This design comes from an exercise in tuning for small area on the open sky130 flow, not from production work. Function was checked by simulation only, so behaviour that the tests miss may differ from the original. No activity file was given, so power comes from the tool's default toggle rates.

== v6 ==
// cpuTop
module cpuTop #(
   parameter isaPkg::dataWord resetAddr = '0
) (
   input  logic            clk,
   input  logic            reset,
   output isaPkg::dataWord instrAddr,
   input  isaPkg::dataWord instr,
   output isaPkg::dataWord dataAddr,
   output isaPkg::dataWord writeData,
   output logic            storeEn,
   input  isaPkg::dataWord readData
);
Size in the first run: ~3400 cells after synthesis, about 160 I/O pins, about 52000 µm² of cells after synthesis.
==> module decodeStage, before the edit <==
module decodeStage (
   input  logic                 clk,
   input  logic                 reset,
   input  isaPkg::dataWord      instr,
   input  logic [29:0]          nextPc,
   output isaPkg::regIndex      readA,
   output isaPkg::regIndex      readB,
   input  isaPkg::dataWord      dataA,
   input  isaPkg::dataWord      dataB,
   output logic                 taken,
   output logic [29:0]          target,
   output pipePkg::resultBundle toExecute
);
   isaPkg::opcodeField opcode;
   isaPkg::functField  funct;
   isaPkg::regIndex    rd;
   isaPkg::dataWord    immExt;
   pipePkg::aluSel     sel;
   logic               invert;
   logic               carryIn;
   logic               useImm;
   logic               destIsRt;
   logic               regWrite;
   logic               memRead;
   logic               memWrite;
   logic               isBeq;
   logic               isBne;
   isaPkg::dataWord    b;
   isaPkg::dataWord    bx;
   isaPkg::dataWord    result;
   assign opcode = instr[isaPkg::opcodeMsb:isaPkg::opcodeLsb];
   assign funct  = instr[isaPkg::functMsb:isaPkg::functLsb];
   assign readA  = instr[isaPkg::rsMsb:isaPkg::rsLsb];
   assign readB  = instr[isaPkg::rtMsb:isaPkg::rtLsb];
   assign rd     = instr[isaPkg::rdMsb:isaPkg::rdLsb];
   assign immExt = {{16{instr[isaPkg::immMsb]}}, instr[isaPkg::immMsb:isaPkg::immLsb]};
   always_comb begin
      sel      = '0;
      sel.sum  = 1'b1;
      invert   = 1'b0;
      carryIn  = 1'b0;
      useImm   = 1'b1;
      destIsRt = 1'b1;
      regWrite = 1'b0;
      memRead  = 1'b0;
      memWrite = 1'b0;
      isBeq    = 1'b0;
      isBne    = 1'b0;
      case (opcode)
         isaPkg::opcodeAddi: regWrite = 1'b1;
         isaPkg::opcodeSubi: begin
            invert   = 1'b1;
            carryIn  = 1'b1;
            regWrite = 1'b1;
         end
         isaPkg::opcodeXori: begin
            sel      = '0;
            sel.bitXor = 1'b1;
            regWrite = 1'b1;
         end
         isaPkg::opcodeAndi: begin
            sel      = '0;
            sel.bitAnd = 1'b1;
            regWrite = 1'b1;
         end
         isaPkg::opcodeOri: begin
            sel      = '0;
            sel.bitOr = 1'b1;
            regWrite = 1'b1;
         end
         isaPkg::opcodeLw: begin
            regWrite = 1'b1;
            memRead  = 1'b1;
         end
         isaPkg::opcodeSw:  memWrite = 1'b1;
         isaPkg::opcodeBeq: isBeq = 1'b1;
         isaPkg::opcodeBne: isBne = 1'b1;
         isaPkg::opcodeRFormat: begin
            useImm   = 1'b0;
            destIsRt = 1'b0;
            regWrite = 1'b1;
            case (funct)
               isaPkg::functAdd: ;
               isaPkg::functSub: begin
                  invert  = 1'b1;
                  carryIn = 1'b1;
               end
               isaPkg::functXor: begin
                  sel        = '0;
                  sel.bitXor = 1'b1;
               end
               isaPkg::functAnd: begin
                  sel        = '0;
                  sel.bitAnd = 1'b1;
               end
               isaPkg::functOr: begin
                  sel       = '0;
                  sel.bitOr = 1'b1;
               end
               isaPkg::functSlt: begin
                  sel         = '0;
                  sel.compare = 1'b1;
                  invert      = 1'b1;
                  carryIn     = 1'b1;
               end
               isaPkg::functSle: begin
                  sel         = '0;
                  sel.compare = 1'b1;
                  invert      = 1'b1;
               end
               default: regWrite = 1'b0;
            endcase
         end
         default: ;
      endcase
   end
   assign taken  = (isBeq && dataA == dataB) || (isBne && dataA != dataB);
   logic [16:0] targetLow;
   assign targetLow = {1'b0, nextPc[15:0]} + {1'b0, instr[15:0]};
   logic        targetMove;
   logic [13:0] targetFlip;
   logic [14:0] targetRipple;
   logic [13:0] targetHigh;
   assign targetMove      = targetLow[16] ^ instr[15];
   assign targetFlip      = nextPc[29:16] ^ {14{instr[15]}};
   assign targetRipple[0] = targetMove;
   for (genvar i = 0; i < 14; i++) begin : g_high
      assign targetHigh[i]     = targetFlip[i] ^ targetRipple[i] ^ instr[15];
      assign targetRipple[i+1] = targetFlip[i] & targetRipple[i];
   end
   assign target = {targetHigh, targetLow[15:0]};
   assign b  = useImm ? immExt : dataB;
   assign bx = invert ? ~b : b;
   isaPkg::dataWord gen;
   isaPkg::dataWord prop;
   isaPkg::dataWord carry;
   logic            carryOut;
   assign gen  = dataA & bx;
   assign prop = dataA ^ bx;
   prefixCarry #(.width(32)) i_carry (
      .gen(gen),
      .prop(prop),
      .carryIn(carryIn),
      .carry(carry),
      .carryOut(carryOut)
   );
   logic takeProp;
   logic takeGen;
   assign takeProp = sel.bitXor | sel.bitOr;
   assign takeGen  = sel.bitAnd | sel.bitOr;
   assign result = ({32{sel.sum}}     & (prop ^ carry))
                 | ({32{takeProp}}    & prop)
                 | ({32{takeGen}}     & gen)
                 | ({32{sel.compare}} & {31'b0, ~carryOut});
   always_ff @(posedge clk) begin
      toExecute.result    <= result;
      toExecute.storeData <= dataB;
      toExecute.destReg   <= destIsRt ? readB : rd;
      if (reset) begin
         toExecute.regWrite <= 1'b0;
         toExecute.memRead  <= 1'b0;
         toExecute.memWrite <= 1'b0;
      end else begin
         toExecute.regWrite <= regWrite;
         toExecute.memRead  <= memRead;
         toExecute.memWrite <= memWrite;
      end
   end
endmodule
==> flow/config.mk <==
export PLATFORM = sky130hd
export DESIGN_NAME = cpuTop
export DESIGN_NICKNAME = cpuTop
export VERILOG_FILES = /design/flow/design.v
export SDC_FILE = /design/flow/constraint.sdc
export NUM_CORES = 4
export LEC_CHECK = 0
export CAP_MARGIN = 10
export CELL_PAD_IN_SITES_DETAIL_PLACEMENT = 1
export CELL_PAD_IN_SITES_GLOBAL_PLACEMENT = 1
export CORE_MARGIN = 2
export CORE_UTILIZATION = 45
export CTS_BUF_LIST = sky130_fd_sc_hd__clkbuf_8
export CTS_CLUSTER_DIAMETER = 70
export CTS_CLUSTER_SIZE = 14
export PLACE_DENSITY = 0.55
export SLEW_MARGIN = 10
export SYNTH_HIERARCHICAL = 1
export SYNTH_MINIMUM_KEEP_SIZE = 0
==> flow/constraint.sdc <==
create_clock -name core_clock -period 8.0 [get_ports {clk}]
set_input_delay 1.6000 -clock core_clock [delete_from_list [all_inputs] [get_ports {clk}]]
set_output_delay 1.6000 -clock core_clock [all_outputs]
set_load 0.01 [all_outputs]
standard.sh (not shown) runs the stock make flow with config.mk's settings and CLKGATE_MAP_FILE= SYNTH_SCRIPT=/design/flow/synth_recipe.tcl, a recipe that flattens the netlist after the stock synthesis.
==> flow/flow/run.sh <==
#!/bin/bash
# Standard layout, with two changes to how it is made: ports are buffered
# with the smallest buffer, and clock tree synthesis adds no dummy loads.
set -euo pipefail
export BUFFER_PORTS_ARGS="-buffer_cell sky130_fd_sc_hd__buf_1"
export CTS_ARGS="-sink_clustering_enable -repair_clock_nets -dont_use_dummy_load -buf_list sky130_fd_sc_hd__clkbuf_8 -sink_clustering_size 14 -sink_clustering_max_diameter 70"
bash standard.sh > standard.log 2>&1
Modified inputs, v7 compared to v6
--- a/flow/design.v
+++ b/flow/design.v
@@ -212,22 +212,11 @@
       endcase
    end
    assign taken  = (isBeq && dataA == dataB) || (isBne && dataA != dataB);
    logic [16:0] targetLow;
    assign targetLow = {1'b0, nextPc[15:0]} + {1'b0, instr[15:0]};
-   logic        targetMove;
-   logic [13:0] targetFlip;
-   logic [14:0] targetRipple;
-   logic [13:0] targetHigh;
-   assign targetMove      = targetLow[16] ^ instr[15];
-   assign targetFlip      = nextPc[29:16] ^ {14{instr[15]}};
-   assign targetRipple[0] = targetMove;
-   for (genvar i = 0; i < 14; i++) begin : g_high
-      assign targetHigh[i]     = targetFlip[i] ^ targetRipple[i] ^ instr[15];
-      assign targetRipple[i+1] = targetFlip[i] & targetRipple[i];
-   end
-   assign target = {targetHigh, targetLow[15:0]};
+   assign target    = {nextPc[29:16] + {14{instr[15]}} + {13'b0, targetLow[16]}, targetLow[15:0]};
    assign b  = useImm ? immExt : dataB;
    assign bx = invert ? ~b : b;
    isaPkg::dataWord gen;
    isaPkg::dataWord prop;
    isaPkg::dataWord carry;
==> results.txt <==
Diff v6 -> v7 | ratio of cells with drive above 1 in the final layout | decrease of 0.28 points. Netlist area before placement of v6 is on par with v7. Wire length delta (v7 − v6): unfavourable. As far as clock group share of total power is concerned, v7 and v6 perform about the same. Higher smallest hold slack goes to v6 over v7. Changes observed in v7 relative to v6: clock period minus worst slack now smaller, number of non-filler instances in the completed layout now larger, setup TNS after final layout comparable, wire length on met3 now larger.

afterwards: timing with drivers on the ports:
In the flow no input, the clock included, has a driving cell. The finished layouts below were timed again as built, in two steps. Step 1: set_driving_cell puts a clkbuf_16 on clk and a buf_2 on each other input, an assumption about the parent block. Step 2 moves the port delays by t, midway between the first and last clock arrival at a register: inputs arrive t later, outputs are due t later. That takes back most of the time a late clock gives input paths. a / b / c = ideal / step 1 / step 2; a / b = the first two.
run | t, ns | setup slack, ns | worst setup path at the end
v6 | 0.873 | 1.709 / 1.709 / 1.709 | register to register
v7 | 0.859 | 1.759 / 1.759 / 1.759 | register to register
After both steps every run listed still meets setup and hold.
